Source: an optimization exercise on an open RTL-to-GDS flow (aim: small area and a short achievable clock period). Production flows keep margins and buffers that such runs may drop. RTL that was checked went through simulation tests only; none was proved equivalent to the original.

// gshare_fetch_predictor
module gshare_fetch_predictor #(
    parameter int          HIST_BITS = 5,
    parameter logic [31:0] RESET_PC  = 32'h0000_0000
) (
    input  logic                 clk,
    input  logic                 Reset,
    input  logic                 PC_write,
    input  logic [31:0]          imem_inst,
    output logic [31:0]          pc_out,
    output logic [31:0]          IF_inst,
    output logic [31:0]          nextPC,
    output logic                 prediction,
    output logic [31:0]          branch_target,
    output logic [31:0]          updated_pc_IF,
    output logic [HIST_BITS-1:0] GHPT_index_IF,
    output logic [HIST_BITS-1:0] GHR_IF,
    output logic [HIST_BITS-1:0] G_BTB_index_IF,
    input  logic                 ex_valid,
    input  logic                 ex_taken,
    input  logic [31:0]          ex_target,
    input  logic [31:0]          ex_pc,
    input  logic [HIST_BITS-1:0] ex_GHPT_index,
    input  logic [HIST_BITS-1:0] ex_G_BTB_index,
    input  logic [HIST_BITS-1:0] ex_GHR,
    input  logic                 ex_mispredict,
    input  logic [31:0]          ex_correct_pc
);
Size in the first run: roughly 4,700 cells after synthesis, roughly 0.076 mm² of cells after synthesis.
==> module gshare_fetch_predictor, before the edit <==
module gshare_fetch_predictor #(
    parameter int          HIST_BITS = 5,
    parameter logic [31:0] RESET_PC  = 32'h0000_0000
) (
    input  logic                 clk,
    input  logic                 Reset,
    input  logic                 PC_write,
    input  logic [31:0]          imem_inst,
    output logic [31:0]          pc_out,
    output logic [31:0]          IF_inst,
    output logic [31:0]          nextPC,
    output logic                 prediction,
    output logic [31:0]          branch_target,
    output logic [31:0]          updated_pc_IF,
    output logic [HIST_BITS-1:0] GHPT_index_IF,
    output logic [HIST_BITS-1:0] GHR_IF,
    output logic [HIST_BITS-1:0] G_BTB_index_IF,
    input  logic                 ex_valid,
    input  logic                 ex_taken,
    input  logic [31:0]          ex_target,
    input  logic [31:0]          ex_pc,
    input  logic [HIST_BITS-1:0] ex_GHPT_index,
    input  logic [HIST_BITS-1:0] ex_G_BTB_index,
    input  logic [HIST_BITS-1:0] ex_GHR,
    input  logic                 ex_mispredict,
    input  logic [31:0]          ex_correct_pc
);
    localparam int ENTRIES = 1 << HIST_BITS;
    localparam int TAG_LSB = HIST_BITS + 2;
    localparam int TAG_W   = 32 - TAG_LSB;
    logic [31:0]                     pc_q;
    logic [HIST_BITS-1:0]            ghr_q;
    logic [ENTRIES-1:0][1:0]         pht_q;
    logic [ENTRIES-1:0]              btb_vld_q;
    logic [ENTRIES-1:0][TAG_W-1:0]   btb_tag_q;
    logic [ENTRIES-1:0][31:0]        btb_tgt_q;
    logic [ENTRIES-1:0]              sel_q;      
    logic [ENTRIES-1:0]              sel_d;
    logic [HIST_BITS-1:0] btb_idx;
    logic [HIST_BITS-1:0] pht_idx;
    logic [ENTRIES-1:0]   btb_sel, pht_sel, btb_we, pht_we, cor_sel, tgt_sel;
    logic [TAG_W-1:0]     tag_rd;
    logic [31:0]          tgt_rd;
    logic                 vld_rd, ctr_rd;
    logic                 hit;
    logic unused_ok;
    assign unused_ok = ^{ex_pc[TAG_LSB-1:0], ex_GHR[HIST_BITS-1]};
    assign btb_idx = pc_q[TAG_LSB-1:2];
    assign pht_idx = btb_idx ^ ghr_q;
    always_comb begin
        for (int i = 0; i < ENTRIES; i++) begin
            btb_sel[i] = sel_q[i];
            cor_sel[i] = (ex_correct_pc[TAG_LSB-1:2] == HIST_BITS'(i));
            tgt_sel[i] = (tgt_rd[TAG_LSB-1:2] == HIST_BITS'(i));
            pht_sel[i] = (pht_idx == HIST_BITS'(i));
            btb_we[i]  = ex_valid && ex_taken && (ex_G_BTB_index == HIST_BITS'(i));
            pht_we[i]  = ex_valid && (ex_GHPT_index == HIST_BITS'(i));
        end
    end
    always_comb begin
        tag_rd = '0;
        tgt_rd = '0;
        vld_rd = 1'b0;
        ctr_rd = 1'b0;
        for (int i = 0; i < ENTRIES; i++) begin
            tag_rd = tag_rd | ({TAG_W{btb_sel[i]}} & btb_tag_q[i]);
            tgt_rd = tgt_rd | ({32{btb_sel[i]}} & btb_tgt_q[i]);
            vld_rd = vld_rd | (btb_sel[i] & btb_vld_q[i]);
            ctr_rd = ctr_rd | (pht_sel[i] & pht_q[i][1]);
        end
    end
    assign hit            = vld_rd && !(|(tag_rd ^ pc_q[31:TAG_LSB]));
    assign prediction     = hit && ctr_rd;
    assign branch_target  = hit ? tgt_rd : 32'd0;
    assign nextPC         = pc_q + 32'd4;
    assign updated_pc_IF  = prediction ? tgt_rd : nextPC;
    assign pc_out         = pc_q;
    assign IF_inst        = imem_inst;
    assign GHPT_index_IF  = pht_idx;
    assign GHR_IF         = ghr_q;
    assign G_BTB_index_IF = btb_idx;
    always_ff @(posedge clk or posedge Reset) begin
        if (Reset) begin
            pc_q  <= RESET_PC;
            ghr_q <= '0;
        end else if (ex_valid && ex_mispredict) begin
            pc_q  <= ex_correct_pc;
            ghr_q <= {ex_GHR[HIST_BITS-2:0], ex_taken};
        end else if (PC_write) begin
            pc_q <= updated_pc_IF;
            if (hit) ghr_q <= {ghr_q[HIST_BITS-2:0], ctr_rd};
        end
    end
    always_comb begin
        sel_d = sel_q;
        if (ex_valid && ex_mispredict) sel_d = cor_sel;
        else if (PC_write) sel_d = prediction ? tgt_sel : {sel_q[ENTRIES-2:0], sel_q[ENTRIES-1]};
    end
    always_ff @(posedge clk or posedge Reset) begin
        if (Reset) sel_q <= ENTRIES'(1) << RESET_PC[TAG_LSB-1:2];
        else       sel_q <= sel_d;
    end
    always_ff @(posedge clk or posedge Reset) begin
        if (Reset) begin
            pht_q     <= {ENTRIES{2'b01}};
            btb_vld_q <= '0;
        end else begin
            for (int i = 0; i < ENTRIES; i++) begin
                if (pht_we[i]) begin
                    if (ex_taken) begin
                        if (pht_q[i] != 2'b11) pht_q[i] <= pht_q[i] + 2'd1;
                    end else if (pht_q[i] != 2'b00) begin
                        pht_q[i] <= pht_q[i] - 2'd1;
                    end
                end
                if (btb_we[i]) btb_vld_q[i] <= 1'b1;
            end
        end
    end
    always_ff @(posedge clk) begin
        for (int i = 0; i < ENTRIES; i++) begin
            if (btb_we[i]) begin
                btb_tag_q[i] <= ex_pc[31:TAG_LSB];
                btb_tgt_q[i] <= ex_target;
            end
        end
    end
endmodule
make LEC_CHECK=0 CAP_MARGIN=20 CORE_MARGIN=2 CORE_UTILIZATION=40 SLEW_MARGIN=20 finish   # period 6.5 ns
run.sh (not shown) runs the stock make flow with config.mk's settings and CLKGATE_MAP_FILE= SYNTH_SCRIPT=/design/flow/synth_recipe.tcl, a recipe that flattens the netlist after the stock synthesis.
The starting point completed without violations.
Then changed:
--- a/flow/design.v
+++ b/flow/design.v
@@ -31,30 +31,26 @@
     logic [31:0]                     pc_q;
     logic [HIST_BITS-1:0]            ghr_q;
     logic [ENTRIES-1:0][1:0]         pht_q;
     logic [ENTRIES-1:0]              btb_vld_q;
     logic [ENTRIES-1:0][TAG_W-1:0]   btb_tag_q;
     logic [ENTRIES-1:0][31:0]        btb_tgt_q;
-    logic [ENTRIES-1:0]              sel_q;      
-    logic [ENTRIES-1:0]              sel_d;
     logic [HIST_BITS-1:0] btb_idx;
     logic [HIST_BITS-1:0] pht_idx;
-    logic [ENTRIES-1:0]   btb_sel, pht_sel, btb_we, pht_we, cor_sel, tgt_sel;
+    logic [ENTRIES-1:0]   btb_sel, pht_sel, btb_we, pht_we;
     logic [TAG_W-1:0]     tag_rd;
     logic [31:0]          tgt_rd;
     logic                 vld_rd, ctr_rd;
     logic                 hit;
     logic unused_ok;
     assign unused_ok = ^{ex_pc[TAG_LSB-1:0], ex_GHR[HIST_BITS-1]};
     assign btb_idx = pc_q[TAG_LSB-1:2];
     assign pht_idx = btb_idx ^ ghr_q;
     always_comb begin
         for (int i = 0; i < ENTRIES; i++) begin
-            btb_sel[i] = sel_q[i];
-            cor_sel[i] = (ex_correct_pc[TAG_LSB-1:2] == HIST_BITS'(i));
-            tgt_sel[i] = (tgt_rd[TAG_LSB-1:2] == HIST_BITS'(i));
+            btb_sel[i] = (btb_idx == HIST_BITS'(i));
             pht_sel[i] = (pht_idx == HIST_BITS'(i));
             btb_we[i]  = ex_valid && ex_taken && (ex_G_BTB_index == HIST_BITS'(i));
             pht_we[i]  = ex_valid && (ex_GHPT_index == HIST_BITS'(i));
         end
     end
     always_comb begin
@@ -66,13 +62,13 @@
             tag_rd = tag_rd | ({TAG_W{btb_sel[i]}} & btb_tag_q[i]);
             tgt_rd = tgt_rd | ({32{btb_sel[i]}} & btb_tgt_q[i]);
             vld_rd = vld_rd | (btb_sel[i] & btb_vld_q[i]);
             ctr_rd = ctr_rd | (pht_sel[i] & pht_q[i][1]);
         end
     end
-    assign hit            = vld_rd && !(|(tag_rd ^ pc_q[31:TAG_LSB]));
+    assign hit            = vld_rd && (tag_rd == pc_q[31:TAG_LSB]);
     assign prediction     = hit && ctr_rd;
     assign branch_target  = hit ? tgt_rd : 32'd0;
     assign nextPC         = pc_q + 32'd4;
     assign updated_pc_IF  = prediction ? tgt_rd : nextPC;
     assign pc_out         = pc_q;
     assign IF_inst        = imem_inst;
@@ -87,21 +83,12 @@
             pc_q  <= ex_correct_pc;
             ghr_q <= {ex_GHR[HIST_BITS-2:0], ex_taken};
         end else if (PC_write) begin
             pc_q <= updated_pc_IF;
             if (hit) ghr_q <= {ghr_q[HIST_BITS-2:0], ctr_rd};
         end
-    end
-    always_comb begin
-        sel_d = sel_q;
-        if (ex_valid && ex_mispredict) sel_d = cor_sel;
-        else if (PC_write) sel_d = prediction ? tgt_sel : {sel_q[ENTRIES-2:0], sel_q[ENTRIES-1]};
-    end
-    always_ff @(posedge clk or posedge Reset) begin
-        if (Reset) sel_q <= ENTRIES'(1) << RESET_PC[TAG_LSB-1:2];
-        else       sel_q <= sel_d;
     end
     always_ff @(posedge clk or posedge Reset) begin
         if (Reset) begin
             pht_q     <= {ENTRIES{2'b01}};
             btb_vld_q <= '0;
         end else begin
After rerunning: The changed run completed and failed the layout checks on setup timing. First-iteration DRC count rises by a few percent. Worst hold slack gets worse by 0.0050 ns. Wire length went down by a few percent. Synthesized area decreases slightly. Die area barely changes.
The RTL of the first run of this note was laid out without a check of its function.

[re-timing with driven ports]
The flow's constraints put no driver on any port. The routed layouts listed below were extracted and timed again, unchanged, in two steps. Step 1 (the two cells are an assumption about what drives the block):
set clk [get_ports {clk}]
set_driving_cell -lib_cell sky130_fd_sc_hd__clkbuf_16 $clk
set_driving_cell -lib_cell sky130_fd_sc_hd__buf_2 [delete_from_list [all_inputs] $clk]
Step 2, shift: input delay + t, output delay - t, t = (earliest + latest rising clock arrival at the registers) / 2. This alone moves slack from input paths to output paths. Three values: ideal, step 1, step 2; two values: the first two.
| run | t (ns) | setup slack, ns | hold slack, ns |
|---|---|---|---|
| the first run | 0.928 | 0.107 / 0.013 / 0.941 | 0.470 / 0.470 / 0.470 |
| the second run | 0.911 | -0.211 / -0.296 / 0.615 | 0.465 / 0.465 / 0.465 |
